This design comes from an exercise in tuning for small area and a short achievable clock period on the open sky130 flow, not from production work. Only simulation tests tie the RTL to the original design; equivalence was not proved. No activity file was given, so power comes from the tool's default toggle rates.

===== design/flow/config.mk =====
export PLATFORM = sky130hd
export DESIGN_NAME = mem_port_arbiter
export DESIGN_NICKNAME = mem_port_arbiter
export VERILOG_FILES = /design/flow/design.v
export SDC_FILE = /design/flow/constraint.sdc
export NUM_CORES = 4
export LEC_CHECK = 0
export CAP_MARGIN = 20
export CORE_MARGIN = 2
export CORE_UTILIZATION = 60
export SETUP_SLACK_MARGIN = 4
export SLEW_MARGIN = 20

===== design/flow/constraint.sdc =====
create_clock -name core_clock -period 6.0 [get_ports {clk}]
set_input_delay 1.2000 -clock core_clock [delete_from_list [all_inputs] [get_ports {clk}]]
set_output_delay 1.2000 -clock core_clock [all_outputs]
set_load 0.01 [all_outputs]

===== design/flow/design.v =====
module mem_port_arbiter (
  input  logic        clk,
  input  logic        rst,
  input  logic        req_0_vld_in,
  input  logic [47:0] req_0_address_in,
  output logic        req_0_afull_out,
  input  logic        req_1_vld_in,
  input  logic [47:0] req_1_address_in,
  output logic        req_1_afull_out,
  input  logic        req_2_vld_in,
  input  logic [47:0] req_2_address_in,
  output logic        req_2_afull_out,
  input  logic        rsp_0_afull_in,
  output logic        rsp_0_write_en_out,
  output logic [63:0] rsp_0_data_out,
  input  logic        rsp_1_afull_in,
  output logic        rsp_1_write_en_out,
  output logic [63:0] rsp_1_data_out,
  input  logic        rsp_2_afull_in,
  output logic        rsp_2_write_en_out,
  output logic [63:0] rsp_2_data_out,
  input  logic        mem_rq_afull_in,
  output logic        mem_rq_vld_out,
  output logic [47:0] mem_rq_address_out,
  output logic        mem_rs_afull_out,
  input  logic        mem_rs_write_en_in,
  input  logic [63:0] mem_rs_data_in,
  output logic        idle_out,
  output logic        err_out
);
  localparam int NREQ = 3;
  localparam int AW   = 48;
  localparam int DW   = 64;
  localparam int IND  = 16;
  localparam int TAGD = 64;
  logic [NREQ-1:0] push_vld;
  logic [AW-1:0]   push_addr [NREQ];
  assign push_vld     = {req_2_vld_in, req_1_vld_in, req_0_vld_in};
  assign push_addr[0] = req_0_address_in;
  assign push_addr[1] = req_1_address_in;
  assign push_addr[2] = req_2_address_in;
  logic [AW-1:0]   in_mem [NREQ][IND];
  logic [4:0]      in_wr_ptr [NREQ];
  logic [4:0]      in_rd_ptr [NREQ];
  logic [4:0]      in_occ    [NREQ];
  logic [NREQ-1:0] in_nonempty, in_full, push_ok, pop, in_up, in_dn, req_afull;
  always_comb begin
    for (int r = 0; r < NREQ; r++) begin
      in_occ[r]  = in_wr_ptr[r] - in_rd_ptr[r];
      push_ok[r] = push_vld[r] & ~in_full[r];
    end
  end
  logic [1:0]      last_id;
  logic [1:0]      cand;
  logic [NREQ-1:0] cand_oh;
  logic            any_nonempty;
  logic            grant_vld;
  logic            tag_full;
  always_comb begin
    case (last_id)
      2'd0:    cand = in_nonempty[1] ? 2'd1 : (in_nonempty[2] ? 2'd2 : 2'd0);
      2'd1:    cand = in_nonempty[2] ? 2'd2 : (in_nonempty[0] ? 2'd0 : 2'd1);
      default: cand = in_nonempty[0] ? 2'd0 : (in_nonempty[1] ? 2'd1 : 2'd2);
    endcase
    for (int r = 0; r < NREQ; r++) cand_oh[r] = (cand == 2'(r));
  end
  assign any_nonempty = |in_nonempty;
  assign grant_vld    = ~mem_rq_afull_in & ~tag_full & any_nonempty;
  always_comb begin
    for (int r = 0; r < NREQ; r++) begin
      pop[r]   = ~mem_rq_afull_in & ~tag_full & cand_oh[r] & in_nonempty[r];
      in_up[r] = push_ok[r] & ~pop[r];
      in_dn[r] = pop[r] & ~push_ok[r];
    end
  end
  always_ff @(posedge clk) begin
    for (int r = 0; r < NREQ; r++) begin
      for (int e = 0; e < IND; e++) begin
        if (!in_full[r] && in_wr_ptr[r][3:0] == 4'(e)) in_mem[r][e] <= push_addr[r];
      end
    end
  end
  always_ff @(posedge clk) begin
    if (rst) begin
      for (int r = 0; r < NREQ; r++) begin
        in_wr_ptr[r] <= '0;
        in_rd_ptr[r] <= '0;
      end
      in_nonempty <= '0;
      in_full     <= '0;
      req_afull   <= '0;
    end else begin
      for (int r = 0; r < NREQ; r++) begin
        if (push_ok[r]) in_wr_ptr[r] <= in_wr_ptr[r] + 5'd1;
        if (pop[r])     in_rd_ptr[r] <= in_rd_ptr[r] + 5'd1;
        if (in_up[r]) begin
          in_nonempty[r] <= 1'b1;
          in_full[r]     <= (in_occ[r] == 5'd15);
          req_afull[r]   <= (in_occ[r] >= 5'd11);
        end else if (in_dn[r]) begin
          in_nonempty[r] <= (in_occ[r] != 5'd1);
          in_full[r]     <= 1'b0;
          req_afull[r]   <= (in_occ[r] >= 5'd13);
        end else begin
          req_afull[r]   <= (in_occ[r] >= 5'd12);
        end
      end
    end
  end
  logic [AW-1:0] head [NREQ];
  logic [AW-1:0] pick;
  always_comb begin
    pick = '0;
    for (int r = 0; r < NREQ; r++) begin
      head[r] = '0;
      for (int e = 0; e < IND; e++) begin
        head[r] = head[r] | ({AW{in_rd_ptr[r][3:0] == 4'(e)}} & in_mem[r][e]);
      end
      pick = pick | ({AW{cand_oh[r]}} & head[r]);
    end
  end
  logic          rq_vld;
  logic [AW-1:0] rq_addr;
  always_ff @(posedge clk) begin
    rq_addr <= pick;
  end
  always_ff @(posedge clk) begin
    if (rst) begin
      rq_vld  <= 1'b0;
      last_id <= 2'd2;
    end else begin
      rq_vld <= grant_vld;
      if (grant_vld) last_id <= cand;
    end
  end
  logic [1:0] tag_mem [TAGD];
  logic [6:0] tag_wr_ptr, tag_rd_ptr, tag_occ;
  logic       tag_nonempty, tag_pop, tag_up, tag_dn, rs_orphan;
  logic [1:0] tag_head;
  assign tag_occ   = tag_wr_ptr - tag_rd_ptr;
  assign tag_pop   = mem_rs_write_en_in & tag_nonempty;
  assign rs_orphan = mem_rs_write_en_in & ~tag_nonempty;
  assign tag_up    = grant_vld & ~tag_pop;
  assign tag_dn    = tag_pop & ~grant_vld;
  assign tag_head  = tag_mem[tag_rd_ptr[5:0]];
  always_ff @(posedge clk) begin
    for (int e = 0; e < TAGD; e++) begin
      if (!tag_full && tag_wr_ptr[5:0] == 6'(e)) tag_mem[e] <= cand;
    end
  end
  always_ff @(posedge clk) begin
    if (rst) begin
      tag_wr_ptr   <= '0;
      tag_rd_ptr   <= '0;
      tag_nonempty <= 1'b0;
      tag_full     <= 1'b0;
    end else begin
      if (grant_vld) tag_wr_ptr <= tag_wr_ptr + 7'd1;
      if (tag_pop)   tag_rd_ptr <= tag_rd_ptr + 7'd1;
      if (tag_up) begin
        tag_nonempty <= 1'b1;
        tag_full     <= (tag_occ == 7'd63);
      end else if (tag_dn) begin
        tag_nonempty <= (tag_occ != 7'd1);
        tag_full     <= 1'b0;
      end
    end
  end
  logic [NREQ-1:0] rsp_we;
  logic [DW-1:0]   rsp_data;
  logic            err, rs_afull, idle;
  always_ff @(posedge clk) begin
    rsp_data <= mem_rs_data_in;
  end
  always_ff @(posedge clk) begin
    if (rst) begin
      rsp_we   <= '0;
      err      <= 1'b0;
      rs_afull <= 1'b0;
      idle     <= 1'b1;
    end else begin
      for (int r = 0; r < NREQ; r++) rsp_we[r] <= tag_pop & (tag_head == 2'(r));
      err      <= err | (|(push_vld & in_full)) | rs_orphan;
      rs_afull <= rsp_0_afull_in | rsp_1_afull_in | rsp_2_afull_in;
      idle     <= ~tag_nonempty & ~any_nonempty & ~(|push_vld);
    end
  end
  assign req_0_afull_out    = req_afull[0];
  assign req_1_afull_out    = req_afull[1];
  assign req_2_afull_out    = req_afull[2];
  assign rsp_0_write_en_out = rsp_we[0];
  assign rsp_1_write_en_out = rsp_we[1];
  assign rsp_2_write_en_out = rsp_we[2];
  assign rsp_0_data_out     = rsp_data;
  assign rsp_1_data_out     = rsp_data;
  assign rsp_2_data_out     = rsp_data;
  assign mem_rq_vld_out     = rq_vld;
  assign mem_rq_address_out = rq_addr;
  assign mem_rs_afull_out   = rs_afull;
  assign idle_out           = idle;
  assign err_out            = err;
endmodule

===== design/flow/run.sh =====
#!/bin/bash
# synth_recipe.tcl (not shown) runs the flow's synth.tcl, then flattens the netlist and writes it again
# the make line also repeats each setting of config.mk as NAME=value (left out here)
make -C /OpenROAD-flow-scripts/flow DESIGN_CONFIG=/design/flow/config.mk WORK_HOME=/design/flow/orfs CLKGATE_MAP_FILE= SYNTH_SCRIPT=/design/flow/synth_recipe.tcl finish

==> out/qor.log, run 1 <==
INFO  routing        vias_per_cell=7.081
INFO  power_and_ir_drop ir_worst_vdd=0.0003371V
INFO  layout         post_layout_nonfiller_instances=8507
INFO  synthesis      ys_warn_count=8
INFO  die            initial_core_util=60.34%
INFO  power_and_ir_drop power_switching_share=22.33%
INFO  power_and_ir_drop power.clock.fraction=40.4%
INFO  power_and_ir_drop power.leakage=39.74nW
INFO  run            max_cap_viol_count=0
INFO  synthesis      post_synth_fa_ha_maj_area_fraction=0.8319%
INFO  synthesis      yosys_most_used_dff=edfxtp_1
INFO  power_and_ir_drop power_frac_comb=7.4%
INFO  synthesis      synth-simple-area-share=3.749%
INFO  clock_network  cts_max_path_buffers=4
INFO  die            core_region_area=158000squm
INFO  routing        postRouteWirelength=325.3mm
INFO  clock_network  cts_buffers=281
INFO  global_route   first_pass_grt_wire_length=446.6mm
INFO  power_and_ir_drop power-per-cell-area=330.0nW/um^2
INFO  placement      place_hpwl=153.7mm
INFO  sta            rsz0062_at_grt=true
INFO  global_route   via_count_of_the_first_global_routing_pass=57032
INFO  die            num_io_pins=468
INFO  routing        detailedRoute.firstPassIterationCount=8
INFO  synthesis      yosysUniqueCellTypes=67
INFO  worst_hold_path hold_path_depth=2
INFO  synthesis      yosys_register_bits=2608
INFO  layout         layout.cells.most_common=edfxtp_1
INFO  placement      numPortBuffers=467
INFO  worst_hold_path worstHoldPathType=reg2reg
INFO  power_and_ir_drop switching_power=8.901mW
INFO  placement      placed_cells=7588
INFO  critical_path  critPathCaptureType=register
INFO  routing        dr_total_vias=60236
INFO  die            cell_row_count=146
INFO  layout         synthToLayoutAreaGrowth=26.69%
INFO  clock_network  clock_latency_late_sink=0.92ns
INFO  sta            skew=0.05635ns
INFO  die            die_wd=402.6um
INFO  synthesis      avgSynthCellArea=17.79squm
INFO  routing        remaining_drc_errors=0
INFO  critical_path  crit_path_start_kind=register
INFO  sta            setup_viol_count_final=0
INFO  sta            slew_headroom=37.70%
INFO  layout         final_cell_mix=2432 x edfxtp_1, 423 x a22oi_1, 361 x a22o_1, 315 x buf_6, 291 x clkbuf_16
INFO  critical_path  timing.reg2reg.setup_slack=3.24ns
INFO  sta            timing.fmax=362.4MHz
INFO  synthesis      post_synth_mux_area_share=0.1417%
INFO  die            floorplan.die_area=162100squm
INFO  global_route   grt_start_max_net_pins=66
INFO  critical_path  critical_path_class=reg2reg
INFO  die            chipHeight=402.6um
INFO  sta            setup_tns=0ns
INFO  sta            finalWorstPathRequiredPeriod=2.759ns
INFO  critical_path  timing.critical_path.fanout_max=7
INFO  run_status     outcome=finished clean
INFO  routing        detail_route.wl_per_cell=38.24um
INFO  synthesis      edff_count_synth=2432
INFO  synthesis      postSynth.asyncResetShare=0%
INFO  worst_hold_path worst_hold_startpoint=last_id[0]$_SDFFE_PP0P_
INFO  sta            final-max-slew-violation-count=0
INFO  critical_path  worst_path_arrival_time=3.54ns
INFO  global_route   grt_overflow_total=0
INFO  global_route   grtUsageTotal=39.68%
INFO  critical_path  critical_path_required_time=6.78ns
INFO  routing        route.antenna.remaining_nets=0
INFO  synthesis      combinational_family_with_the_most_area_after_synthesis=compound AO/OA/AOI/OAI gates
INFO  layout         final_layout_size_suffix_gt1_share=29.51%
INFO  layout         design.final.nets=6503
INFO  clock_network  cts_tree=built
INFO  clock_network  htree_num_levels=5
INFO  global_route   antenna_found_initial=34
INFO  synthesis      syn-cell-area=95350squm
INFO  critical_path  timing.rr.end=rq_addr[3]$_DFF_P_
INFO  sta            hold_violations=0
INFO  synthesis      synth_xor_area_share=0.4960%
INFO  power_and_ir_drop internal_power=30.96mW
INFO  critical_path  r2r.worst_path.cells=10
INFO  synthesis      netlist_instances=5360
INFO  power_and_ir_drop sequentialPowerShare=52.1%
INFO  synthesis      synth_seq_area_share=80.29%
INFO  synthesis      compound_gate_fraction_of_synth_area=12.00%
INFO  worst_hold_path holdPathEnd=last_id[0]$_SDFFE_PP0P_
INFO  placement      gp_congestion=0.8528
INFO  clock_network  clk_pin_slew=0.06ns
INFO  clock_network  ctsRootBufferMaster=clkbuf_16
INFO  sta            period_share=45.99%
INFO  layout         fillCellCount=8825
INFO  routing        initialDrtViolationCount=9327
INFO  critical_path  critical_r2r_launch=in_rd_ptr[1][0]$_SDFFE_PP0P_
INFO  synthesis      postSynthNetCount=5639
INFO  sta            worstMarginPinSlew=0.9346ns
INFO  clock_network  clock_sinks=2608
## how the worst max path moves through the flow
stage                                 start                           to  slack (ns)  cells after the start
2_1_floorplan               mem_rq_afull_in      req_afull[0]$_SDFF_PP0_        3.44                     10
3_3_place_gp                mem_rq_afull_in  in_nonempty[0]$_SDFFE_PP0P_        2.44                      6
3_5_place_dp                   req_0_vld_in  in_nonempty[0]$_SDFFE_PP0P_        2.48                      6
4_1_cts             req_afull[2]$_SDFF_PP0_              req_2_afull_out        3.32                      1
5_1_grt        in_rd_ptr[1][0]$_SDFFE_PP0P_          rq_addr[44]$_DFF_P_        3.15                      9
6_report       in_rd_ptr[1][0]$_SDFFE_PP0P_           rq_addr[3]$_DFF_P_        3.24                     10
## critical path: stages, from the launching register on
cell,delay (ns)
dfxtp_4,0.38
buf_12,0.13
ha_4,0.16
and3_4,0.26
buf_12,0.16
buf_16,0.14
buf_4,0.15
a22o_1,0.19
a221oi_2,0.18
nand4_1,0.46
a221o_1,0.45
## per-layer routing
layer	GRT usage [%]	vias up	part of all wire, %
li1	-	23956	-
met5	0	-	0.069
met2	58.42	4766	45
met4	19.04	28	5.5
met3	11.38	845	14
met1	55.13	30641	35
## kinds of logic (layout without fill, tap and decap cells)
logic type,count (synthesis),in the layout
compound gates,1439,1441
xor+xnor,54,54
fa+ha+maj,61,61
buf+inv,493,1519
flops,2608,2608
mux,13,13
other cells,0,20
simple gates,692,719
## sequential cells by signal, indices dropped and copies added (netlist names), 7 cells and up
register,flops
in_wr_ptr,15
tag_mem,128
tag_rd_ptr,7
in_mem,2304
in_rd_ptr,15
tag_wr_ptr,7
rq_addr,48
rsp_data,64
## Yosys cell counts, types with 7 or more instances
master,n,area share [%]
a221oi_1,368,3.4
mux2i_1,9,0.094
clkbuf_1,231,0.91
buf_2,20,0.10
buf_4,134,1.1
ha_1,57,0.75
nand4_1,137,0.90
a32oi_1,8,0.073
nor3_1,23,0.12
a22oi_1,460,3.6
nand3b_1,9,0.071
a31oi_1,32,0.21
and3_1,40,0.26
nor2b_1,15,0.098
and2_1,35,0.23
nand2b_1,26,0.17
a21oi_1,49,0.26
a21o_1,12,0.094
o21ai_0,89,0.47
xnor2_1,34,0.31
nand2_1,86,0.34
nor4_1,7,0.046
inv_1,47,0.19
edfxtp_1,2432,77
nand3_1,125,0.66
a221o_1,20,0.21
a22o_1,362,3.3
dfxtp_1,176,3.7
nor2_1,169,0.67
xor2_1,20,0.18
buf_1,58,0.23
## through the flow
step	setup WS [ns]	total power [mW]	hold slack, ns	util (%)	instance area, sq um
floorplan	3.444	21.88	0.4548	-	96390
finish	3.241	39.86	0.5183	76.45	120800
CTS	3.317	39.67	0.5027	75.45	119200
detailed placement	2.478	23.35	0.4773	64.80	102400
global route	3.149	40.74	0.5452	76.43	120800
global placement	2.439	23.32	0.4841	64.77	102300
## power groups by stage
stage                     registers [mW]  clock network [mW]  logic, mW
final                               20.8                16.1       2.96
after global routing                20.8                16.9       3.06
after CTS                           20.8                16.1       2.78
after detailed placement            21.1                   0       2.29
after global placement              21.1                   0       2.26
after floorplan                     21.0                   0      0.912
## cell type report
class	count	area (sq um)	share of cell area, %
sequential	2608	77030	63.77
multi-input combinational	2288	20490	16.97
antenna	20	50.05	0.04143
timing repair inverter	2	32.53	0.02693
tap	2072	2592	2.146
clock buffer	387	7730	6.399
clock inverter	87	664.4	0.5500
timing repair buffer	993	11930	9.879
inverter	50	271.5	0.2248
## what timing repair did
action / in CTS / in global routing
buffers inserted: 290 / 54
hold buffers: 0 / 0
pin swaps: 307 / 149
gates cloned: 77 / 4
hold endpoints to repair: 0 / 0
endpoints found under the setup margin: 2598 / 845
gates resized for setup: 2293 / 217
==> inputs of run 2 (changes only) <==
--- a/design/flow/design.v
+++ b/design/flow/design.v
@@ -109,4 +109,11 @@
   end
-  logic [AW-1:0] head [NREQ];
-  logic [AW-1:0] pick;
+  logic [IND-1:0] rd_oh [NREQ];
+  logic [AW-1:0]  head  [NREQ];
+  logic [AW-1:0]  pick;
+  always_ff @(posedge clk) begin
+    for (int r = 0; r < NREQ; r++) begin
+      if (rst)         rd_oh[r] <= IND'(1);
+      else if (pop[r]) rd_oh[r] <= {rd_oh[r][IND-2:0], rd_oh[r][IND-1]};
+    end
+  end
   always_comb begin
@@ -116,3 +123,3 @@
       for (int e = 0; e < IND; e++) begin
-        head[r] = head[r] | ({AW{in_rd_ptr[r][3:0] == 4'(e)}} & in_mem[r][e]);
+        head[r] = head[r] | ({AW{rd_oh[r][e]}} & in_mem[r][e]);
       end
--- a/design/flow/config.mk
+++ b/design/flow/config.mk
@@ -7,2 +7,3 @@
 export LEC_CHECK = 0
+export ABC_AREA = 1
 export CAP_MARGIN = 20
@@ -10,2 +11,4 @@
 export CORE_UTILIZATION = 60
+export CTS_CLUSTER_DIAMETER = 150
+export CTS_CLUSTER_SIZE = 30
 export SETUP_SLACK_MARGIN = 4
==> run 2 against run 1 <==
Compared with the run above: largest power group unchanged; cell count up 17%; flip-flop and latch count up 48; combinational power rose to 2.9 times the previous value; die area increased by 4.0%; still clean; core utilization decreased by 6.1 points; cell area fell by 4.1%; global-route usage fell by 4.1 points.
==> out/qor.log, run 2 <==
INFO  run_status     outcome=finished clean
INFO  sta            skew=0.03092ns
INFO  layout         final_cell_mix=2432 x edfxtp_1, 2087 x nand2_1, 354 x nand4_1, 287 x buf_6, 261 x nor2_1
INFO  clock_network  clock_latency_late_sink=0.78ns
INFO  layout         design.final.nets=7954
INFO  synthesis      compound_gate_fraction_of_synth_area=5.022%
INFO  critical_path  max_stage_delay=0.44ns
INFO  critical_path  r2r.worst_path.cells=12
INFO  synthesis      synth_area_leader=edfxtp_1
INFO  critical_path  critical_path_class=reg2out
INFO  power_and_ir_drop switching_power=11.45mW
INFO  power_and_ir_drop ir_worst_vdd=0.0003759V
INFO  sta            period_share=42.18%
INFO  synthesis      ys_top_cells_by_count=2432 x edfxtp_1, 2148 x nand2_1, 354 x nand4_1
INFO  layout         final_layout_size_suffix_gt1_share=16.90%
INFO  global_route   grtUsageTotal=35.59%
INFO  power_and_ir_drop power-per-cell-area=335.6nW/um^2
INFO  synthesis      edff_count_synth=2432
INFO  layout         multi_input_area=20790squm
INFO  critical_path  worstPathCellList=buf_6
INFO  global_route   grt_start_max_net_pins=63
INFO  sta            hold_violations=0
INFO  sta            final-max-slew-violation-count=0
INFO  synthesis      synth_xor_area_share=0.1678%
INFO  layout         largest_register_ff_count=2304
INFO  global_route   first_pass_grt_wire_length=423.6mm
INFO  synthesis      synth_top_area_share=73.65%
INFO  sta            hold_slack=0.4886ns
INFO  run            max_cap_viol_count=0
INFO  global_route   via_count_of_the_first_global_routing_pass=57077
INFO  sta            slew_headroom=44.31%
INFO  clock_network  ctsRootBufferMaster=clkbuf_16
INFO  sta            setup_tns=0ns
INFO  power_and_ir_drop power.clock.fraction=22.0%
INFO  critical_path  crit_start=rq_addr[18]$_DFF_P_
INFO  synthesis      avgSynthCellArea=13.89squm
INFO  synthesis      yosys_most_used_dff=edfxtp_1
INFO  sta            finalWorstPathRequiredPeriod=2.531ns
INFO  critical_path  critical_path_required_time=4.80ns
INFO  worst_hold_path worstHoldPathType=reg2reg
INFO  critical_path  timing.reg2reg.setup_slack=3.89ns
INFO  sta            timing.fmax=395.2MHz
INFO  synthesis      synthTopCellsByArea=edfxtp_1 74%, nand2_1 8.1%, dfxtp_1 4.5%
INFO  critical_path  cpLargestDelayFamily=flip-flops
INFO  critical_path  critical-path-slowest-cell=dfxtp_4
INFO  power_and_ir_drop power.leakage=39.45nW
INFO  critical_path  critPathCapture=mem_rq_address_out[18]
INFO  die            num_io_pins=468
INFO  routing        remaining_drc_errors=0
INFO  synthesis      yosysUniqueCellTypes=47
INFO  critical_path  critPathCaptureType=output pin
INFO  routing        initialDrtViolationCount=8769
INFO  die            initial_core_util=60.24%
INFO  power_and_ir_drop internal_power=27.42mW
INFO  power_and_ir_drop sequentialPowerShare=56.1%
INFO  synthesis      netlist_instances=7137
INFO  critical_path  timing.critical_path.fanout_max=1
INFO  sta            worstMarginPinSlew=0.8325ns
INFO  layout         layout.cells.most_common=edfxtp_1
INFO  synthesis      ys_warn_count=9
INFO  synthesis      post_synth_fa_ha_maj_area_fraction=0.6864%
INFO  global_route   grt_overflow_total=0
INFO  clock_network  cts_max_path_buffers=3
INFO  routing        vias_per_cell=6.360
INFO  synthesis      yosys_register_bits=2656
INFO  layout         fillCellCount=10931
INFO  die            core_region_area=164600squm
INFO  layout         synthToLayoutAreaGrowth=16.82%
INFO  synthesis      postSynthNetCount=7407
INFO  critical_path  worst_path_arrival_time=1.33ns
INFO  clock_network  cts_tree=built
INFO  routing        dr_total_vias=63446
INFO  synthesis      synth-simple-area-share=12.88%
INFO  synthesis      post_synth_mux_area_share=0%
INFO  die            die_wd=410.5um
INFO  critical_path  critical_r2r_launch=in_nonempty[2]$_SDFFE_PP0P_
INFO  critical_path  crit_path_start_kind=register
INFO  layout         reg.largest.list=in_mem x2304, tag_mem x128, rsp_data x64
INFO  sta            rsz0062_at_grt=true
INFO  synthesis      combinational_family_with_the_most_area_after_synthesis=simple AND/OR/NAND/NOR gates
INFO  sta            setup_viol_count_final=0
INFO  routing        detail_route.wl_per_cell=31.37um
INFO  power_and_ir_drop power_switching_share=29.47%
INFO  routing        detailedRoute.firstPassIterationCount=6
INFO  routing        route.antenna.remaining_nets=0
INFO  die            cell_row_count=149
INFO  synthesis      syn-cell-area=99160squm
INFO  synthesis      synth_seq_area_share=78.17%
INFO  placement      numPortBuffers=467
INFO  die            floorplan.die_area=168500squm
INFO  clock_network  cts_buffers=98
INFO  critical_path  timing.critical_path.depth=1
INFO  routing        postRouteWirelength=313.0mm
INFO  critical_path  critPathBufInv=1
INFO  power_and_ir_drop power_frac_comb=21.9%
INFO  global_route   antenna_found_initial=50
INFO  placement      place_hpwl=160.6mm
INFO  synthesis      synth_most_common_cell=edfxtp_1
INFO  clock_network  htree_num_levels=3
INFO  layout         register_area=78050squm
INFO  clock_network  clock_sinks=2656
INFO  clock_network  clk_pin_slew=0.12ns
INFO  layout         max_flop_register=in_mem
INFO  die            chipHeight=410.5um
INFO  critical_path  timing.rr.end=rq_addr[46]$_DFF_P_
INFO  synthesis      postSynth.asyncResetShare=0%
INFO  placement      gp_congestion=0.8888
## run 2: cell types whose count changed after synthesis, sizes merged, moves of 60 or more
cell	change
a221oi	-121
a22o	-261
a22oi	-460
clkbuf	+75
inv	+140
nand2	+2066
nand3	+60
nand4	+217
nor2	+182
## run 2: worst register-to-register path: stages (launching register included)
cell	delay (ns)
dfxtp_4	0.38
buf_4	0.14
nor2_1	0.12
nand3_1	0.15
o221ai_4	0.14
buf_6	0.15
nor2_4	0.04
buf_12	0.15
buf_8	0.14
clkbuf_16	0.16
buf_4	0.13
nand2_2	0.15
nand3_1	0.12
## run 2: power groups by stage
stage | Clock, mW | Sequential, mW | Combinational, mW
finish | 8.56 | 21.8 | 8.52
global route | 9.17 | 21.8 | 8.81
CTS | 8.60 | 21.8 | 7.51
detailed placement | 0 | 22.3 | 6.22
global placement | 0 | 22.3 | 6.15
floorplan | 0 | 21.8 | 3.05
## run 2: layout make-up
type | instances | share of cell area [%]
Antenna cell | 30 | 0.06481
Clock buffer | 167 | 2.359
Clock inverter | 6 | 0.07669
Inverter | 190 | 0.6719
Multi-Input combinational cell | 3833 | 17.95
Sequential cell | 2656 | 67.38
Tap cell | 2189 | 2.364
Timing Repair Buffer | 905 | 9.130
## run 2: metal layers
| layer | GRT usage [%] | vias up | share of wire (%) |
|---|---|---|---|
| met5 | 0 | - | 0.080 |
| met1 | 49.98 | 31957 | 37 |
| li1 | - | 26956 | - |
| met3 | 7.801 | 611 | 12 |
| met4 | 13.97 | 38 | 4.7 |
| met2 | 54.97 | 3884 | 46 |
## run 2: how the worst min path moves through the flow
| stage | start | slack (ns) | end | cells after the start |
|---|---|---|---|---|
| finish | tag_rd_ptr[6]$_SDFFE_PP0P_ | 0.49 | tag_rd_ptr[6]$_SDFFE_PP0P_ | 2 |
| global route | in_wr_ptr[0][4]$_SDFFE_PP0P_ | 0.50 | in_wr_ptr[0][4]$_SDFFE_PP0P_ | 1 |
| CTS | in_wr_ptr[2][4]$_SDFFE_PP0P_ | 0.49 | in_wr_ptr[2][4]$_SDFFE_PP0P_ | 1 |
| detailed placement | in_wr_ptr[1][4]$_SDFFE_PP0P_ | 0.47 | in_wr_ptr[1][4]$_SDFFE_PP0P_ | 1 |
| global placement | in_wr_ptr[1][4]$_SDFFE_PP0P_ | 0.46 | in_wr_ptr[1][4]$_SDFFE_PP0P_ | 1 |
| floorplan | in_wr_ptr[2][4]$_SDFFE_PP0P_ | 0.44 | in_wr_ptr[2][4]$_SDFFE_PP0P_ | 1 |
## run 2: stage by stage
stage	instance area (sq um)	power, mW	utilization [%]	setup WS (ns)	instances
3_5_place_dp	106200	28.49	64.50	2.208	9462
6_report	115800	38.87	70.37	3.469	9976
2_1_floorplan	99800	24.86	-	3.461	7137
5_1_grt	115800	39.82	70.34	3.432	9962
4_1_cts	112700	37.92	68.47	3.435	9809
3_3_place_gp	106100	28.41	64.43	2.205	9456
## run 2: kinds of logic (layout without fill, tap and decap cells)
logic type	after synthesis	after routing
AO/OA/AOI/OAI	666	666
adder cells (fa/ha/maj)	52	52
XOR/XNOR	19	19
AND/OR/NAND/NOR	3079	3096
other	0	30
flip-flops	2656	2656
buffers and inverters	665	1268
## run 2: timing repair
action | 4_1_cts | 5_1_grt
endpoints found under the setup margin | 2665 | 1814
hold buffers | 0 | 0
pin swaps | 63 | 86
gates resized for setup | 1807 | 353
setup buffers | 146 | 120
cloned | 28 | 17
==> inputs of run 3 (changes only) <==
--- a/design/flow/config.mk
+++ b/design/flow/config.mk
@@ -13,3 +13,3 @@
 export CTS_CLUSTER_SIZE = 30
-export SETUP_SLACK_MARGIN = 4
+export SETUP_SLACK_MARGIN = 3.7
 export SLEW_MARGIN = 20
==> run 3 against run 2 <==
Compared with the run above: still clean on timing, DRC and antenna; register-to-register slack got worse by 0.35 ns; global-route usage fell by 1.1 points; first-iteration DRC count decreased by 6.6%; hold slack worse by 0.0055 ns; maximum frequency fell by 1.7%; core utilization is 2.2 points lower; setup slack got worse by 0.044 ns; combinational power is 19% lower; clock power is 0.8% higher; sequential share of layout area is 2.1 points higher; largest cell class unchanged; highest routed layer unchanged.
==> out/qor.log, run 3 <==
INFO  synthesis      yosys_most_used_dff=edfxtp_1
INFO  sta            setup_tns=0ns
INFO  critical_path  critical_path_class=reg2out
INFO  power_and_ir_drop ir_worst_vdd=0.0002773V
INFO  synthesis      synth_top_area_share=73.65%
INFO  sta            rsz0062_at_grt=true
INFO  routing        detail_route.wl_per_cell=30.31um
INFO  synthesis      synth_seq_area_share=78.17%
INFO  layout         largest_register_ff_count=2304
INFO  synthesis      netlist_instances=7137
INFO  placement      numPortBuffers=467
INFO  synthesis      edff_count_synth=2432
INFO  synthesis      syn-cell-area=99160squm
INFO  synthesis      ys_warn_count=9
INFO  clock_network  clock_latency_late_sink=0.78ns
INFO  sta            slew_headroom=9.823%
INFO  sta            final.setup.worst_slack=3.425ns
INFO  power_and_ir_drop power.clock.fraction=23.0%
INFO  die            core_region_area=164600squm
INFO  layout         reg.largest.list=in_mem x2304, tag_mem x128, rsp_data x64
INFO  synthesis      combinational_family_with_the_most_area_after_synthesis=simple AND/OR/NAND/NOR gates
INFO  global_route   grt_overflow_total=0
INFO  synthesis      postSynth.asyncResetShare=0%
INFO  critical_path  worst_path_arrival_time=1.37ns
INFO  die            chipHeight=410.5um
INFO  die            initial_core_util=60.24%
INFO  sta            hold_slack=0.4830ns
INFO  power_and_ir_drop switching_power=10.86mW
INFO  sta            final-max-slew-violation-count=0
INFO  sta            worstMarginPinSlew=1.335ns
INFO  routing        postRouteWirelength=297.4mm
INFO  die            num_io_pins=468
INFO  clock_network  cts_max_path_buffers=3
INFO  synthesis      ys_top_cells_by_count=2432 x edfxtp_1, 2148 x nand2_1, 354 x nand4_1
INFO  power_and_ir_drop sequentialPowerShare=58.6%
INFO  clock_network  clock_sinks=2656
INFO  layout         synthToLayoutAreaGrowth=13.15%
INFO  synthesis      synth_xor_area_share=0.1678%
INFO  sta            timing.fmax=388.4MHz
INFO  placement      postPlaceCellArea=105900squm
INFO  sta            hold_violations=0
INFO  power_and_ir_drop power.leakage=37.89nW
INFO  power_and_ir_drop power.total=37.52mW
INFO  routing        initialDrtViolationCount=8193
INFO  clock_network  cts_tree=built
INFO  layout         final_cell_mix=2432 x edfxtp_1, 2139 x nand2_1, 370 x buf_6, 354 x nand4_1, 277 x nor2_1
INFO  routing        detailedRoute.firstPassIterationCount=6
INFO  critical_path  critical_path_required_time=4.80ns
INFO  clock_network  count_of_hold_buffers_inserted_by_post_cts_repair=0
INFO  synthesis      synth_most_common_cell=edfxtp_1
INFO  sta            setup_viol_count_final=0
INFO  global_route   grt_start_max_net_pins=82
INFO  run_status     outcome=finished clean
INFO  critical_path  timing.critical_path.fanout_max=3
INFO  power_and_ir_drop internal_power=26.66mW
INFO  synthesis      post_synth_mux_area_share=0%
INFO  die            die_wd=410.5um
INFO  synthesis      synth_area_leader=edfxtp_1
INFO  synthesis      synthTopCellsByArea=edfxtp_1 74%, nand2_1 8.1%, dfxtp_1 4.5%
INFO  placement      preCtsSetupSlack=2.235ns
INFO  synthesis      yosys_register_bits=2656
INFO  layout         max_flop_register=in_mem
INFO  power_and_ir_drop power_switching_share=28.95%
INFO  sta            finalWorstPathRequiredPeriod=2.575ns
INFO  routing        vias_per_cell=6.301
INFO  power_and_ir_drop power_frac_comb=18.4%
INFO  critical_path  crit_path_start_kind=register
INFO  clock_network  htree_num_levels=3
INFO  global_route   grtUsageTotal=34.46%
INFO  critical_path  critPathCaptureType=output pin
INFO  worst_hold_path worstHoldPathType=reg2reg
INFO  global_route   antenna_found_initial=37
INFO  sta            skew=0.03619ns
INFO  placement      gp_congestion=0.8971
INFO  layout         design.final.nets=7789
INFO  synthesis      avgSynthCellArea=13.89squm
INFO  power_and_ir_drop power-per-cell-area=334.4nW/um^2
INFO  global_route   first_pass_grt_wire_length=412.4mm
INFO  synthesis      compound_gate_fraction_of_synth_area=5.022%
INFO  die            floorplan.die_area=168500squm
INFO  sta            period_share=42.92%
INFO  run            max_cap_viol_count=0
INFO  clock_network  cts_buffers=98
INFO  routing        remaining_drc_errors=0
INFO  global_route   via_count_of_the_first_global_routing_pass=56766
INFO  synthesis      synth-simple-area-share=12.88%
INFO  synthesis      post_synth_fa_ha_maj_area_fraction=0.6864%
INFO  routing        route.antenna.remaining_nets=0
INFO  routing        dr_total_vias=61821
INFO  layout         design_area=112200squm
INFO  synthesis      yosysUniqueCellTypes=47
INFO  synthesis      postSynthNetCount=7407
INFO  clock_network  clk_pin_slew=0.12ns
INFO  die            cell_row_count=149
INFO  layout         final_layout_size_suffix_gt1_share=12.84%
INFO  layout         layout.cells.most_common=edfxtp_1
INFO  placement      place_hpwl=159.2mm
INFO  clock_network  ctsRootBufferMaster=clkbuf_16
## run 3: cell counts after synthesis
Identical to the previous run, type by type.
## run 3: logic make-up (layout without fill, tap and decap cells)
group,count (synthesis),count (layout)
AND/OR/NAND/NOR,3079,3086
flip-flops,2656,2656
AO/OA/AOI/OAI,666,666
buffers and inverters,665,1123
adder cells (fa/ha/maj),52,52
XOR/XNOR,19,19
other,0,20
## run 3: layer usage
metal  GRT usage, %  up-vias  share of wire (%)
met4          11.58       30                3.7
li1               -    26584                  -
met1          49.24    31323                 39
met2          54.54     3405                 47
met5              0        -              0.068
met3          5.801      479                 10
## run 3: power by group through the flow
stage	Combinational [mW]	Sequential (mW)	Clock (mW)
detailed placement	6.17	22.3	0
global route	7.21	22.0	9.27
global placement	6.10	22.3	0
CTS	6.58	22.0	8.68
floorplan	3.03	21.8	0
finish	6.89	22.0	8.63
## run 3: critical path: stages (launching register included)
cell and delay (ns):
dfxtp_2 0.37, buf_4 0.14, buf_6 0.11
## run 3: stage by stage
stage	cells	util [%]
3_3_place_gp	9448	64.32
6_report	9811	68.16
4_1_cts	9744	67.35
3_5_place_dp	9450	64.35
5_1_grt	9800	68.14
2_1_floorplan	7137	-
## run 3: cell type report
class	count	area [sq um]
Fill cell	11476	52420
Inverter	190	747.0
Antenna cell	20	50.05
Clock buffer	178	2795
Sequential cell	2656	77980
Timing Repair Buffer	750	8174
Clock inverter	5	87.58
Tap cell	2189	2739
Multi-Input combinational cell	3823	19630
## run 3: repair_timing
action | CTS | global route
gates cloned | 8 | 6
buffers inserted | 103 | 41
setup endpoints to repair | 1886 | 970
endpoints found under the hold margin | 0 | 0
pin swaps | 33 | 18
resized for setup | 1560 | 235
## run 3: final timing paths
check,from,to,slack [ns],depth (start not counted)
max,rsp_data[59]$_DFF_P_,rsp_0_data_out[59],3.43,2
max reg2reg,in_wr_ptr[2][1]$_SDFFE_PP0P_,in_mem[38][19]$_DFFE_PP_,3.54,3
min,in_wr_ptr[0][4]$_SDFFE_PP0P_,in_wr_ptr[0][4]$_SDFFE_PP0P_,0.48,1
min reg2reg,in_wr_ptr[0][4]$_SDFFE_PP0P_,in_wr_ptr[0][4]$_SDFFE_PP0P_,0.48,1
==> inputs of run 4 (changes only) <==
--- a/design/flow/config.mk
+++ b/design/flow/config.mk
@@ -10,5 +10,6 @@
 export CORE_MARGIN = 2
-export CORE_UTILIZATION = 60
+export CORE_UTILIZATION = 70
 export CTS_CLUSTER_DIAMETER = 150
 export CTS_CLUSTER_SIZE = 30
+export PLACE_DENSITY = 0.75
 export SETUP_SLACK_MARGIN = 3.7
==> run 4 against run 3 <==
Compared with the run above: setup slack got worse by 0.011 ns; cell count decreased by 3.1%; wire length down 2.2%; cell area is 0.51% lower; flip-flop and latch count did not move; largest power group unchanged; area after synthesis stayed put; global-route usage increased by 5.1 points; core utilization up 11 points; sequential share of layout area up 0.36 points; clock power decreased by 1%; die area down 14%; critical endpoint is now rsp_0_data_out[28]; largest cell class unchanged; combinational power fell by 3%.
==> out/qor.log, run 4 <==
INFO  sta            timing.fmax=386.7MHz
INFO  critical_path  most_used_cell_along_the_critical_path=buf_6
INFO  power_and_ir_drop power.clock.fraction=22.9%
INFO  power_and_ir_drop sequentialPowerShare=59.2%
INFO  sta            slew_headroom=24.09%
INFO  critical_path  timing.critical_path.depth=2
INFO  critical_path  critical_r2r_launch=rd_oh[1][1]$_SDFFE_PP0P_
INFO  power_and_ir_drop power.leakage=37.75nW
INFO  run            max_cap_viol_count=0
INFO  global_route   grtUsageTotal=39.51%
INFO  synthesis      netlist_instances=7137
INFO  critical_path  timing.rr.end=rq_addr[5]$_DFF_P_
INFO  layout         final_cell_mix=2432 x edfxtp_1, 2139 x nand2_1, 369 x buf_6, 354 x nand4_1, 282 x nor2_1
INFO  sta            finalWorstPathRequiredPeriod=2.586ns
INFO  critical_path  r2r.worst_path.cells=7
INFO  synthesis      synth_seq_area_share=78.17%
INFO  placement      postPlaceCellArea=105600squm
INFO  global_route   first_pass_grt_wire_length=407.7mm
INFO  placement      numPortBuffers=467
INFO  clock_network  htree_num_levels=3
INFO  power_and_ir_drop power_switching_share=28.64%
INFO  synthesis      avgSynthCellArea=13.89squm
INFO  routing        initialDrtViolationCount=9819
INFO  clock_network  cts_max_path_buffers=3
INFO  global_route   grt_overflow_total=0
INFO  synthesis      synth_top_area_share=73.65%
INFO  synthesis      yosys_most_used_dff=edfxtp_1
INFO  sta            setup_viol_count_final=0
INFO  clock_network  cts_tree=built
INFO  critical_path  critical_path_class=reg2out
INFO  synthesis      yosysUniqueCellTypes=47
INFO  critical_path  critical_path_required_time=4.80ns
INFO  placement      gp_congestion=0.9007
INFO  synthesis      postSynthNetCount=7407
INFO  worst_hold_path worstHoldPathType=reg2reg
INFO  routing        remaining_drc_errors=0
INFO  critical_path  cpLargestDelayFamily=flip-flops
INFO  sta            setup_tns=0ns
INFO  placement      place_hpwl=155.5mm
INFO  die            core_region_area=141100squm
INFO  die            die_wd=380.4um
INFO  layout         largest_register_ff_count=2304
INFO  critical_path  timing.reg2reg.setup_slack=3.67ns
INFO  die            chipHeight=380.4um
INFO  clock_network  cts_buffers=98
INFO  clock_network  ctsRootBufferMaster=clkbuf_16
INFO  global_route   antenna_found_initial=43
INFO  die            num_io_pins=468
INFO  sta            skew=0.03402ns
INFO  synthesis      synth_most_common_cell=edfxtp_1
INFO  layout         max_flop_register=in_mem
INFO  routing        detailedRoute.firstPassIterationCount=6
INFO  global_route   grt_start_max_net_pins=67
INFO  critical_path  max_stage_delay=0.39ns
INFO  layout         post-route-util=79.13%
INFO  routing        vias_per_cell=6.640
INFO  power_and_ir_drop power-per-cell-area=334.1nW/um^2
INFO  critical_path  crit_path_start_kind=register
INFO  routing        detail_route.wl_per_cell=30.59um
INFO  sta            period_share=43.10%
INFO  routing        route.antenna.remaining_nets=0
INFO  layout         layout.cells.most_common=edfxtp_1
INFO  die            cell_row_count=138
INFO  die            floorplan.die_area=144700squm
INFO  synthesis      syn-cell-area=99160squm
INFO  power_and_ir_drop internal_power=26.61mW
INFO  layout         design.final.nets=7777
INFO  routing        postRouteWirelength=290.7mm
INFO  critical_path  crit_start=rsp_data[28]$_DFF_P_
INFO  clock_network  clk_pin_slew=0.12ns
INFO  critical_path  worst_path_arrival_time=1.39ns
INFO  synthesis      yosys_register_bits=2656
INFO  synthesis      synthTopCellsByArea=edfxtp_1 74%, nand2_1 8.1%, dfxtp_1 4.5%
INFO  power_and_ir_drop power.total=37.29mW
INFO  routing        dr_total_vias=63098
INFO  synthesis      edff_count_synth=2432
INFO  run_status     outcome=finished clean
INFO  critical_path  worstPathCellList=buf_6, buf_6
INFO  critical_path  critPathBufInv=2
INFO  layout         reg.largest.list=in_mem x2304, tag_mem x128, rsp_data x64
INFO  layout         synthToLayoutAreaGrowth=12.58%
INFO  die            initial_core_util=70.29%
INFO  synthesis      postSynth.asyncResetShare=0%
INFO  synthesis      synth_area_leader=edfxtp_1
INFO  sta            hold_violations=0
INFO  layout         final_layout_size_suffix_gt1_share=12.66%
INFO  synthesis      ys_warn_count=9
INFO  global_route   via_count_of_the_first_global_routing_pass=58787
INFO  critical_path  critPathCaptureType=output pin
INFO  critical_path  critical-path-slowest-cell=dfxtp_4
INFO  sta            final-max-slew-violation-count=0
INFO  power_and_ir_drop ir_worst_vdd=0.0002746V
INFO  sta            rsz0062_at_grt=true
INFO  critical_path  timing.critical_path.fanout_max=3
INFO  clock_network  clock_latency_late_sink=0.77ns
INFO  power_and_ir_drop power_frac_comb=18.0%
INFO  critical_path  critPathCapture=rsp_0_data_out[28]
INFO  power_and_ir_drop switching_power=10.68mW
INFO  clock_network  count_of_hold_buffers_inserted_by_post_cts_repair=0
INFO  sta            worstMarginPinSlew=1.124ns
INFO  layout         design_area=111600squm
INFO  clock_network  clock_sinks=2656
INFO  synthesis      ys_top_cells_by_count=2432 x edfxtp_1, 2148 x nand2_1, 354 x nand4_1
run 4: cell count changes in the layout (fill, tap and decap cells not counted), moves of 5 or more:
cell	previous run	this run
nor2_1	277	282
buf_8	16	6
o21ai_1	27	14
buf_4	112	104
dfxtp_1	48	53
diode_2	20	35
o21ai_0	102	112
clkbuf_1	78	65
dfxtp_4	97	102
nor2_4	58	64
dfxtp_2	79	69
run 4: kinds of logic after synthesis:
kind of cell / Yosys count / share of synthesized area (%)
compound gates: 666 / 5.022
xor+xnor: 19 / 0.1678
fa+ha+maj: 52 / 0.6864
buf+inv: 665 / 3.070
flops: 2656 / 78.17
simple gates: 3079 / 12.88
run 4: worst min-delay path by stage:
| stage | from | endpoint | slack, ns | cells after the start |
|---|---|---|---|---|
| detailed placement | in_wr_ptr[1][4]$_SDFFE_PP0P_ | in_wr_ptr[1][4]$_SDFFE_PP0P_ | 0.47 | 1 |
| CTS | in_wr_ptr[1][4]$_SDFFE_PP0P_ | in_wr_ptr[1][4]$_SDFFE_PP0P_ | 0.49 | 1 |
| floorplan | in_wr_ptr[2][4]$_SDFFE_PP0P_ | in_wr_ptr[2][4]$_SDFFE_PP0P_ | 0.44 | 1 |
| finish | in_wr_ptr[1][4]$_SDFFE_PP0P_ | in_wr_ptr[1][4]$_SDFFE_PP0P_ | 0.48 | 1 |
| global placement | in_wr_ptr[1][4]$_SDFFE_PP0P_ | in_wr_ptr[1][4]$_SDFFE_PP0P_ | 0.46 | 1 |
| global route | in_rd_ptr[2][3]$_SDFFE_PP0P_ | in_rd_ptr[2][4]$_SDFFE_PP0P_ | 0.51 | 2 |
run 4: cell type report:
cell class	instances	area, sq um
clock buffer	167	2796
clock inverter	4	75.07
antenna	35	87.58
multi-input combinational	3830	19670
timing repair buffer	731	7898
inverter	190	753.2
tap	1890	2365
fill	7979	29440
sequential	2656	77980
run 4: power by group through the flow:
stage	clock, mW	combinational, mW	sequential (mW)
4_1_cts	8.50	6.34	22.0
6_report	8.53	6.70	22.1
3_3_place_gp	0	5.89	22.3
5_1_grt	9.09	6.97	22.1
2_1_floorplan	0	3.03	21.8
3_5_place_dp	0	6.01	22.3
run 4: timing repair:
action,CTS,global route
setup endpoints to repair,1490,1424
resized for setup,1513,247
buffers inserted,103,22
cloned,16,1
pin swaps,35,9
run 4: routing by layer:
| layer | vias to the layer above | part of all wire, % | track usage, % |
|---|---|---|---|
| met4 | 30 | 4.9 | 17.53 |
| met3 | 727 | 15 | 9.734 |
| met2 | 4842 | 46 | 60.33 |
| met1 | 30923 | 34 | 54.98 |
| met5 | - | 0.066 | 0 |
| li1 | 26576 | - | - |
run 4: per-stage QoR:
stage               hold slack (ns)  worst slack [ns]  instances
global route                 0.5064             3.388       9484
detailed placement           0.4659             2.301       9155
finish                       0.4834             3.414       9503
CTS                          0.4863             3.351       9445
floorplan                    0.4430             3.461       7137
global placement             0.4578             2.325       9154
==> inputs of run 5 (changes only) <==
==> design/flow/flow/run.sh (new file) <==
#!/bin/bash
# The standard layout (the standard.sh, unchanged synthesis), except
# that the port buffers are the smallest buffer cell. Each stage's output
# goes to its own log file in this folder.
set -euo pipefail
PORTBUF="BUFFER_PORTS_ARGS=-buffer_cell sky130_fd_sc_hd__buf_1"
bash standard.sh synth > synth.log 2>&1
bash standard.sh "$PORTBUF" floorplan > floorplan.log 2>&1
bash standard.sh "$PORTBUF" place > place.log 2>&1
bash standard.sh "$PORTBUF" cts > cts.log 2>&1
bash standard.sh "$PORTBUF" route > route.log 2>&1
bash standard.sh "$PORTBUF" finish > finish.log 2>&1
test -f out/final.def
==> design/flow/standard.sh (new file) <==
#!/bin/bash
# synth_recipe.tcl (not shown) runs the flow's synth.tcl, then flattens the netlist and writes it again
# the make line also repeats each setting of config.mk as NAME=value (left out here)
make -C /OpenROAD-flow-scripts/flow DESIGN_CONFIG=/design/flow/config.mk WORK_HOME=/design/flow/orfs CLKGATE_MAP_FILE= SYNTH_SCRIPT=/design/flow/synth_recipe.tcl "${@:-finish}"
--- a/design/flow/config.mk
+++ b/design/flow/config.mk
@@ -10,6 +10,5 @@
 export CORE_MARGIN = 2
-export CORE_UTILIZATION = 70
+export CORE_UTILIZATION = 60
 export CTS_CLUSTER_DIAMETER = 150
 export CTS_CLUSTER_SIZE = 30
-export PLACE_DENSITY = 0.75
 export SETUP_SLACK_MARGIN = 3.7
removed: design/flow/run.sh
==> run 5 against run 4 <==
Compared with the run above: critical path depth decreased by 1; non-clock buffer count decreased by 50; hold slack improved by 0.0043 ns; total power about the same; critical path type unchanged; highest routed layer unchanged.
==> out/qor.log, run 5 <==
INFO  run_status     outcome=finished clean
INFO  routing        route.antenna.remaining_nets=0
INFO  die            cell_row_count=149
INFO  power_and_ir_drop sequentialPowerShare=59.0%
INFO  critical_path  critical-path-slowest-cell=dfxtp_4
INFO  die            initial_core_util=60.24%
INFO  layout         largest_register_ff_count=2304
INFO  sta            rsz0062_at_grt=true
INFO  global_route   grt_start_max_net_pins=51
INFO  clock_network  ctsRootBufferMaster=clkbuf_16
INFO  die            num_io_pins=468
INFO  power_and_ir_drop ir_worst_vdd=0.0002671V
INFO  critical_path  critPathCaptureType=output pin
INFO  sta            final.setup.worst_slack=3.463ns
INFO  synthesis      synthTopCellsByArea=edfxtp_1 74%, nand2_1 8.1%, dfxtp_1 4.5%
INFO  placement      numPortBuffers=467
INFO  critical_path  max_stage_delay=0.45ns
INFO  routing        initialDrtViolationCount=7819
INFO  clock_network  cts_buffers=98
INFO  global_route   first_pass_grt_wire_length=413.3mm
INFO  power_and_ir_drop power.clock.fraction=22.8%
INFO  sta            timing.fmax=394.2MHz
INFO  worst_hold_path hold_path_depth=1
INFO  power_and_ir_drop switching_power=10.86mW
INFO  sta            period_share=42.28%
INFO  placement      place_hpwl=160.5mm
INFO  critical_path  r2r.worst_path.cells=4
INFO  critical_path  crit_path_start_kind=register
INFO  synthesis      edff_count_synth=2432
INFO  layout         design.final.nets=7726
INFO  critical_path  critical_path_class=reg2out
INFO  sta            worstMarginPinSlew=1.113ns
INFO  global_route   grtUsageTotal=34.61%
INFO  global_route   grt_overflow_total=0
INFO  layout         reg.largest.list=in_mem x2304, tag_mem x128, rsp_data x64
INFO  critical_path  critical_path_required_time=4.80ns
INFO  layout         max_flop_register=in_mem
INFO  routing        detail_route.wl_per_cell=30.68um
INFO  clock_network  clock_latency_late_sink=0.77ns
INFO  clock_network  cts_max_path_buffers=3
INFO  critical_path  critPathBufInv=1
INFO  synthesis      ys_top_cells_by_count=2432 x edfxtp_1, 2148 x nand2_1, 354 x nand4_1
INFO  sta            skew=0.02800ns
INFO  synthesis      postSynthNetCount=7407
INFO  synthesis      synth_top_area_share=73.65%
INFO  layout         fillCellCount=11738
INFO  sta            setup_viol_count_final=0
INFO  critical_path  cpLargestDelayFamily=flip-flops
INFO  power_and_ir_drop power_switching_share=29.09%
INFO  power_and_ir_drop internal_power=26.46mW
INFO  critical_path  timing.rr.end=in_mem[0][4]$_DFFE_PP_
INFO  critical_path  worst_path_arrival_time=1.34ns
INFO  sta            final-max-slew-violation-count=0
INFO  synthesis      netlist_instances=7137
INFO  layout         layout.cells.most_common=edfxtp_1
INFO  die            core_region_area=164600squm
INFO  sta            finalWorstPathRequiredPeriod=2.537ns
INFO  clock_network  cts_tree=built
INFO  die            floorplan.die_area=168500squm
INFO  layout         final_layout_size_suffix_gt1_share=11.82%
INFO  synthesis      avgSynthCellArea=13.89squm
INFO  critical_path  timing.critical_path.fanout_max=1
INFO  die            die_wd=410.5um
INFO  placement      preCtsSetupSlack=2.375ns
INFO  sta            slew_headroom=25.72%
INFO  power_and_ir_drop power_frac_comb=18.2%
INFO  critical_path  timing.reg2reg.setup_slack=3.53ns
INFO  placement      gp_congestion=0.8954
INFO  sta            hold_violations=0
INFO  synthesis      syn-cell-area=99160squm
INFO  synthesis      synth_seq_area_share=78.17%
INFO  power_and_ir_drop power.leakage=36.78nW
INFO  synthesis      yosysUniqueCellTypes=47
INFO  synthesis      yosys_most_used_dff=edfxtp_1
INFO  clock_network  htree_num_levels=3
INFO  sta            setup_tns=0ns
INFO  die            chipHeight=410.5um
INFO  synthesis      ys_warn_count=9
INFO  worst_hold_path holdPathEnd=in_wr_ptr[2][4]$_SDFFE_PP0P_
INFO  routing        remaining_drc_errors=0
INFO  layout         final_cell_mix=2432 x edfxtp_1, 2143 x nand2_1, 354 x nand4_1, 305 x buf_6, 283 x nor2_1
INFO  routing        dr_total_vias=61303
INFO  layout         synthToLayoutAreaGrowth=10.74%
INFO  routing        vias_per_cell=6.301
INFO  global_route   antenna_found_initial=29
INFO  synthesis      postSynth.asyncResetShare=0%
INFO  synthesis      synth_most_common_cell=edfxtp_1
INFO  power_and_ir_drop power-per-cell-area=339.8nW/um^2
INFO  sta            hold_slack=0.4877ns
INFO  clock_network  clk_pin_slew=0.12ns
INFO  worst_hold_path worst_hold_startpoint=in_wr_ptr[2][4]$_SDFFE_PP0P_
INFO  global_route   via_count_of_the_first_global_routing_pass=56525
INFO  layout         post-route-util=66.71%
INFO  synthesis      synth_area_leader=edfxtp_1
INFO  run            max_cap_viol_count=0
INFO  worst_hold_path worstHoldPathType=reg2reg
INFO  critical_path  critical_r2r_launch=in_wr_ptr[0][0]$_SDFFE_PP0P_
INFO  critical_path  worstPathCellList=buf_6
INFO  synthesis      yosys_register_bits=2656
INFO  routing        detailedRoute.firstPassIterationCount=8
INFO  routing        postRouteWirelength=298.4mm
INFO  clock_network  clock_sinks=2656
-- run 5: changes by cell type in the layout (fill, tap and decap cells not counted), sizes merged --
cell	previous run	this run
buf	508	673
clkinvlp	2	1
bufbuf	2	5
clkdlybuf4s50	216	0
inv	189	188
diode	35	17
clkinv	3	4
dlygate4sd2	1	0
clkbuf	171	167
nor2	364	363
-- run 5: through the flow --
stage	area (sq um)	std cells	total power, mW
after CTS	108900	9659	37.15
after global routing	109800	9714	38.31
after detailed placement	103000	9456	28.16
after floorplan	99680	7137	24.84
final	109800	9729	37.31
after global placement	103000	9455	28.10
-- run 5: timing repair --
action,in CTS,in global routing
pin swaps,31,16
buffers inserted,27,43
gates resized for setup,801,125
hold buffers,0,0
setup endpoints to repair,1621,1358
gates cloned,9,10
-- run 5: how the worst max path moves through the flow --
stage                                       from                           to  slack (ns)  cells past startpoint
floorplan                        mem_rq_afull_in        tag_full$_SDFFE_PP0P_        3.46                     10
global placement     in_nonempty[1]$_SDFFE_PP0P_  in_nonempty[0]$_SDFFE_PP0P_        2.47                     10
detailed placement   in_nonempty[1]$_SDFFE_PP0P_  in_nonempty[0]$_SDFFE_PP0P_        2.38                     11
CTS                 in_wr_ptr[2][3]$_SDFFE_PP0P_     in_mem[37][21]$_DFFE_PP_        3.17                      4
global route        in_wr_ptr[0][0]$_SDFFE_PP0P_      in_mem[0][21]$_DFFE_PP_        3.43                      4
finish                       rq_addr[25]$_DFF_P_       mem_rq_address_out[25]        3.46                      1
-- run 5: area by class of cell --
cell class | count | area (sq um) | share of cell area (%)
Sequential cell | 2656 | 78000 | 71.03
Multi-Input combinational cell | 3829 | 19580 | 17.83
Timing Repair Buffer | 681 | 5941 | 5.410
Tap cell | 2189 | 2739 | 2.494
Clock buffer | 164 | 2721 | 2.478
Inverter | 190 | 742.0 | 0.6757
Clock inverter | 3 | 48.80 | 0.04444
Antenna cell | 17 | 42.54 | 0.03874
-- run 5: layer usage --
metal  track usage, %  wire, um  part of all wire (%)  vias to the layer above
li1                 -         -                     -                    26440
met1            49.60    117500                    39                    31217
met5                0       130                 0.044                        -
met4            10.59      9854                   3.3                       22
met2            55.13    141300                    47                     3191
met3            5.785     29740                    10                      433
-- run 5: cell families (layout without fill, tap and decap cells) --
group | count (synthesis) | in the layout | share of synthesized area, %
AO/OA/AOI/OAI | 666 | 666 | 5.022
XOR/XNOR | 19 | 19 | 0.1678
adder cells (fa/ha/maj) | 52 | 52 | 0.6864
buffers and inverters | 665 | 1038 | 3.070
flip-flops | 2656 | 2656 | 78.17
other | 0 | 17 | 0
AND/OR/NAND/NOR | 3079 | 3092 | 12.88
-- run 5: power groups by stage --
stage | Clock, mW | Combinational [mW] | Sequential (mW)
after detailed placement | 0 | 5.88 | 22.3
after floorplan | 0 | 3.03 | 21.8
after global placement | 0 | 5.82 | 22.3
after CTS | 8.58 | 6.59 | 22.0
after global routing | 9.14 | 7.13 | 22.0
final | 8.51 | 6.80 | 22.0
==> inputs of run 6 (changes only) <==
==> design/flow/flow/run.sh (replaced) <==
#!/bin/bash
# The standard layout (standard.sh, synthesis unchanged) with two
# changes: the port buffers are the smallest buffer cell, and after global
# placement each flip-flop that only feeds output-port buffers is moved next
# to those buffers (pull_out_flops.tcl) before legalization. Each step's
# output goes to its own log file in this folder.
set -euo pipefail
PORTBUF="BUFFER_PORTS_ARGS=-buffer_cell sky130_fd_sc_hd__buf_1"
RES="$PWD/orfs/results/${FLOW_PLATFORM}/mem_port_arbiter/base"
bash standard.sh synth > synth.log 2>&1
bash standard.sh "$PORTBUF" floorplan > floorplan.log 2>&1
bash standard.sh "$PORTBUF" "$RES/3_3_place_gp.odb" > place_gp.log 2>&1
cp "$RES/3_3_place_gp.odb" "$RES/3_3_place_gp.unpulled.odb"
ODB_IN="$RES/3_3_place_gp.unpulled.odb" ODB_OUT="$RES/3_3_place_gp.odb" \
  openroad -no_init -exit flow/pull_out_flops.tcl > pull_out_flops.log 2>&1
bash standard.sh "$PORTBUF" place > place.log 2>&1
bash standard.sh "$PORTBUF" cts > cts.log 2>&1
bash standard.sh "$PORTBUF" route > route.log 2>&1
bash standard.sh "$PORTBUF" finish > finish.log 2>&1
test -f out/final.def
==> design/flow/flow/pull_out_flops.tcl (new file) <==
# Move each flip-flop whose output feeds only output-port buffers next to
# those buffers (their centroid), before legalization.
read_db $::env(ODB_IN)
set block [ord::get_db_block]
set moved 0
foreach bt [$block getBTerms] {
  if {[$bt getIoType] ne "OUTPUT"} continue
  set net [$bt getNet]
  if {$net eq "NULL"} continue
  # the output buffer driving this port
  set buf ""
  foreach it [$net getITerms] { if {[$it isOutputSignal]} { set buf [$it getInst] } }
  if {$buf eq ""} continue
  # the buffer's input net and its driver
  set in_net ""
  foreach it [$buf getITerms] { if {[$it isInputSignal]} { set in_net [$it getNet] } }
  if {$in_net eq "" || $in_net eq "NULL"} continue
  set drv ""
  foreach it [$in_net getITerms] { if {[$it isOutputSignal]} { set drv [$it getInst] } }
  if {$drv eq ""} continue
  if {![[$drv getMaster] isSequential]} continue
  set key [$drv getName]
  if {[info exists seen($key)]} continue
  set seen($key) 1
  # all loads must be port buffers
  set xs 0; set ys 0; set n 0; set ok 1
  foreach it [$in_net getITerms] {
    if {[$it isOutputSignal]} continue
    set li [$it getInst]
    set onet ""
    foreach jt [$li getITerms] { if {[$jt isOutputSignal]} { set onet [$jt getNet] } }
    if {$onet eq "" || $onet eq "NULL" || [llength [$onet getBTerms]] == 0} { set ok 0; break }
    set bb [$li getBBox]
    set xs [expr {$xs + ([$bb xMin] + [$bb xMax]) / 2}]
    set ys [expr {$ys + ([$bb yMin] + [$bb yMax]) / 2}]
    incr n
  }
  if {!$ok || $n == 0} continue
  set w [[$drv getMaster] getWidth]; set h [[$drv getMaster] getHeight]
  $drv setLocation [expr {$xs / $n - $w / 2}] [expr {$ys / $n - $h / 2}]
  incr moved
}
puts "pull_out_flops: moved $moved flip-flops"
write_db $::env(ODB_OUT)
==> run 6 against run 5 <==
Compared with the run above: core utilization increased by 0.23 points; hold slack worse by 0.0014 ns; clock power increased by 0.6%; via count up 0.17%; critical endpoint is now err_out; critical path type unchanged.
==> out/qor.log, run 6 <==
INFO  die            cell_row_count=149
INFO  synthesis      synth_top_area_share=73.65%
INFO  run_status     outcome=finished clean
INFO  layout         post-route-util=66.94%
INFO  critical_path  timing.rr.end=in_mem[37][19]$_DFFE_PP_
INFO  placement      numPortBuffers=467
INFO  power_and_ir_drop power.clock.fraction=22.8%
INFO  sta            setup_viol_count_final=0
INFO  synthesis      ys_warn_count=9
INFO  synthesis      yosysUniqueCellTypes=47
INFO  die            chipHeight=410.5um
INFO  global_route   grt_overflow_total=0
INFO  worst_hold_path hold_path_depth=2
INFO  run            max_cap_viol_count=0
INFO  synthesis      synthTopCellsByArea=edfxtp_1 74%, nand2_1 8.1%, dfxtp_1 4.5%
INFO  critical_path  critical_r2r_launch=in_wr_ptr[2][3]$_SDFFE_PP0P_
INFO  layout         synthToLayoutAreaGrowth=11.13%
INFO  clock_network  cts_max_path_buffers=3
INFO  synthesis      yosys_most_used_dff=edfxtp_1
INFO  clock_network  clk_pin_slew=0.12ns
INFO  die            initial_core_util=60.24%
INFO  critical_path  max_stage_delay=0.39ns
INFO  die            die_wd=410.5um
INFO  layout         reg.largest.list=in_mem x2304, tag_mem x128, rsp_data x64
INFO  synthesis      synth_area_leader=edfxtp_1
INFO  die            core_region_area=164600squm
INFO  sta            slew_headroom=25.07%
INFO  critical_path  timing.critical_path.fanout_max=2
INFO  power_and_ir_drop power-per-cell-area=340.4nW/um^2
INFO  global_route   via_count_of_the_first_global_routing_pass=56935
INFO  synthesis      synth_most_common_cell=edfxtp_1
INFO  critical_path  critical_path_required_time=4.80ns
INFO  synthesis      postSynth.asyncResetShare=0%
INFO  routing        dr_total_vias=61410
INFO  clock_network  clock_latency_late_sink=0.79ns
INFO  placement      preCtsSetupSlack=2.355ns
INFO  critical_path  critPathBufInv=1
INFO  clock_network  htree_num_levels=3
INFO  sta            timing.fmax=402.2MHz
INFO  sta            finalWorstPathRequiredPeriod=2.486ns
INFO  power_and_ir_drop internal_power=26.44mW
INFO  layout         max_flop_register=in_mem
INFO  critical_path  worst_path_arrival_time=1.29ns
INFO  power_and_ir_drop power_frac_comb=19.3%
INFO  worst_hold_path worstHoldPathType=reg2reg
INFO  layout         final_layout_size_suffix_gt1_share=12.26%
INFO  power_and_ir_drop switching_power=11.07mW
INFO  synthesis      yosys_register_bits=2656
INFO  layout         design.final.nets=7738
INFO  critical_path  timing.reg2reg.setup_slack=3.59ns
INFO  sta            worstMarginPinSlew=1.123ns
INFO  worst_hold_path worst_hold_startpoint=in_rd_ptr[2][4]$_SDFFE_PP0P_
INFO  critical_path  crit_path_start_kind=register
INFO  power_and_ir_drop ir_worst_vdd=0.0003418V
INFO  global_route   grtUsageTotal=34.78%
INFO  clock_network  clock_sinks=2656
INFO  synthesis      postSynthNetCount=7407
INFO  routing        postRouteWirelength=299.8mm
INFO  clock_network  ctsRootBufferMaster=clkbuf_16
INFO  global_route   grt_start_max_net_pins=51
INFO  routing        remaining_drc_errors=0
INFO  layout         layout.cells.most_common=edfxtp_1
INFO  synthesis      netlist_instances=7137
INFO  routing        detail_route.wl_per_cell=30.76um
INFO  die            num_io_pins=468
INFO  sta            setup_tns=0ns
INFO  synthesis      avgSynthCellArea=13.89squm
INFO  global_route   antenna_found_initial=35
INFO  synthesis      edff_count_synth=2432
INFO  sta            final.setup.worst_slack=3.514ns
INFO  power_and_ir_drop power.leakage=36.99nW
INFO  sta            skew=0.03267ns
INFO  critical_path  worstPathCellList=buf_6
INFO  sta            hold_violations=0
INFO  routing        vias_per_cell=6.301
INFO  global_route   first_pass_grt_wire_length=416.0mm
INFO  critical_path  r2r.worst_path.cells=3
INFO  placement      gp_congestion=0.8954
INFO  routing        route.antenna.remaining_nets=0
INFO  critical_path  cpLargestDelayFamily=flip-flops
INFO  sta            rsz0062_at_grt=true
INFO  worst_hold_path holdPathEnd=in_rd_ptr[2][4]$_SDFFE_PP0P_
INFO  synthesis      syn-cell-area=99160squm
INFO  sta            period_share=41.43%
INFO  critical_path  critical-path-slowest-cell=dfxtp_4
INFO  clock_network  cts_buffers=98
INFO  power_and_ir_drop power_switching_share=29.50%
INFO  sta            final-max-slew-violation-count=0
INFO  layout         largest_register_ff_count=2304
INFO  critical_path  critical_path_class=reg2out
INFO  die            floorplan.die_area=168500squm
INFO  power_and_ir_drop sequentialPowerShare=57.9%
INFO  routing        detailedRoute.firstPassIterationCount=6
INFO  placement      place_hpwl=160.9mm
INFO  synthesis      ys_top_cells_by_count=2432 x edfxtp_1, 2148 x nand2_1, 354 x nand4_1
INFO  critical_path  critPathCaptureType=output pin
INFO  routing        initialDrtViolationCount=7818
INFO  synthesis      synth_seq_area_share=78.17%
INFO  layout         fillCellCount=11637
INFO  clock_network  cts_tree=built
INFO  layout         final_cell_mix=2432 x edfxtp_1, 2136 x nand2_1, 354 x nand4_1, 281 x nor2_1, 273 x buf_6
==> run 6: cell counts after synthesis <==
Identical to the previous run, type by type.
==> run 6: worst max path at each step <==
stage / cells past startpoint / endpoint / slack, ns / start
2_1_floorplan: 10 / tag_full$_SDFFE_PP0P_ / 3.46 / mem_rq_afull_in
3_3_place_gp: 10 / in_nonempty[0]$_SDFFE_PP0P_ / 2.47 / in_nonempty[1]$_SDFFE_PP0P_
3_5_place_dp: 12 / req_afull[0]$_SDFF_PP0_ / 2.35 / in_nonempty[1]$_SDFFE_PP0P_
4_1_cts: 4 / in_mem[37][21]$_DFFE_PP_ / 3.16 / in_wr_ptr[2][3]$_SDFFE_PP0P_
5_1_grt: 1 / err_out / 3.47 / err$_SDFF_PP0_
6_report: 1 / err_out / 3.51 / err$_SDFF_PP0_
==> run 6: cell type report <==
class / count / area [sq um] / share of cell area [%]
Tap cell: 2189 / 2739 / 2.486
Antenna cell: 18 / 45.04 / 0.04088
Clock buffer: 165 / 2725 / 2.473
Clock inverter: 6 / 88.84 / 0.08062
Timing Repair Buffer: 692 / 6030 / 5.472
Sequential cell: 2656 / 77930 / 70.72
Multi-Input combinational cell: 3830 / 19880 / 18.04
Inverter: 190 / 749.5 / 0.6801
==> run 6: cell families after synthesis <==
logic type                 Yosys count  synth area share (%)
AOI/OAI and AO/OA                  666                 5.022
xor gates and xnor gates            19                0.1678
buffers and inverters              665                 3.070
and+or+nand+nor                   3079                 12.88
adders and majority gates           52                0.6864
DFF                               2656                 78.17
==> run 6: through the flow <==
stage | cells | hold slack (ns) | total power, mW | cell area, sq um
finish | 9746 | 0.4863 | 37.51 | 110200
global route | 9731 | 0.4760 | 38.52 | 110200
CTS | 9659 | 0.4566 | 37.14 | 108800
detailed placement | 9456 | 0.4609 | 28.24 | 103000
global placement | 9455 | 0.4533 | 28.10 | 103000
floorplan | 7137 | 0.4430 | 24.84 | 99680
==> run 6: power groups by stage <==
| stage | Clock, mW | Combinational, mW | Sequential [mW] |
|---|---|---|---|
| global placement | 0 | 5.82 | 22.3 |
| CTS | 8.62 | 6.82 | 21.7 |
| finish | 8.56 | 7.22 | 21.7 |
| floorplan | 0 | 3.03 | 21.8 |
| detailed placement | 0 | 6.14 | 22.1 |
| global route | 9.21 | 7.53 | 21.8 |
==> run 6: repair_timing <==
action	in CTS	in global routing
endpoints found under the setup margin	1634	1303
setup buffers	24	58
hold endpoints to repair	0	0
gates resized for setup	773	180
hold buffers	0	0
gates cloned	8	11
pin swaps	42	25
==> run 6: metal layers <==
layer,wire (um),track usage (%),vias to the layer above
li1,-,-,26481
met1,117400,49.55,31156
met2,141900,55.66,3304
met3,30340,5.954,437
met4,9855,10.50,32
met5,194,0,-

Re-timed with assumed drivers on the ports (clkbuf_16 on the clock, buf_2 on other inputs), run 6 has 3.421 ns of setup slack against 3.514 ns with ideal ports, and 3.072 ns once port delays also move by the mid clock arrival of 0.863 ns.
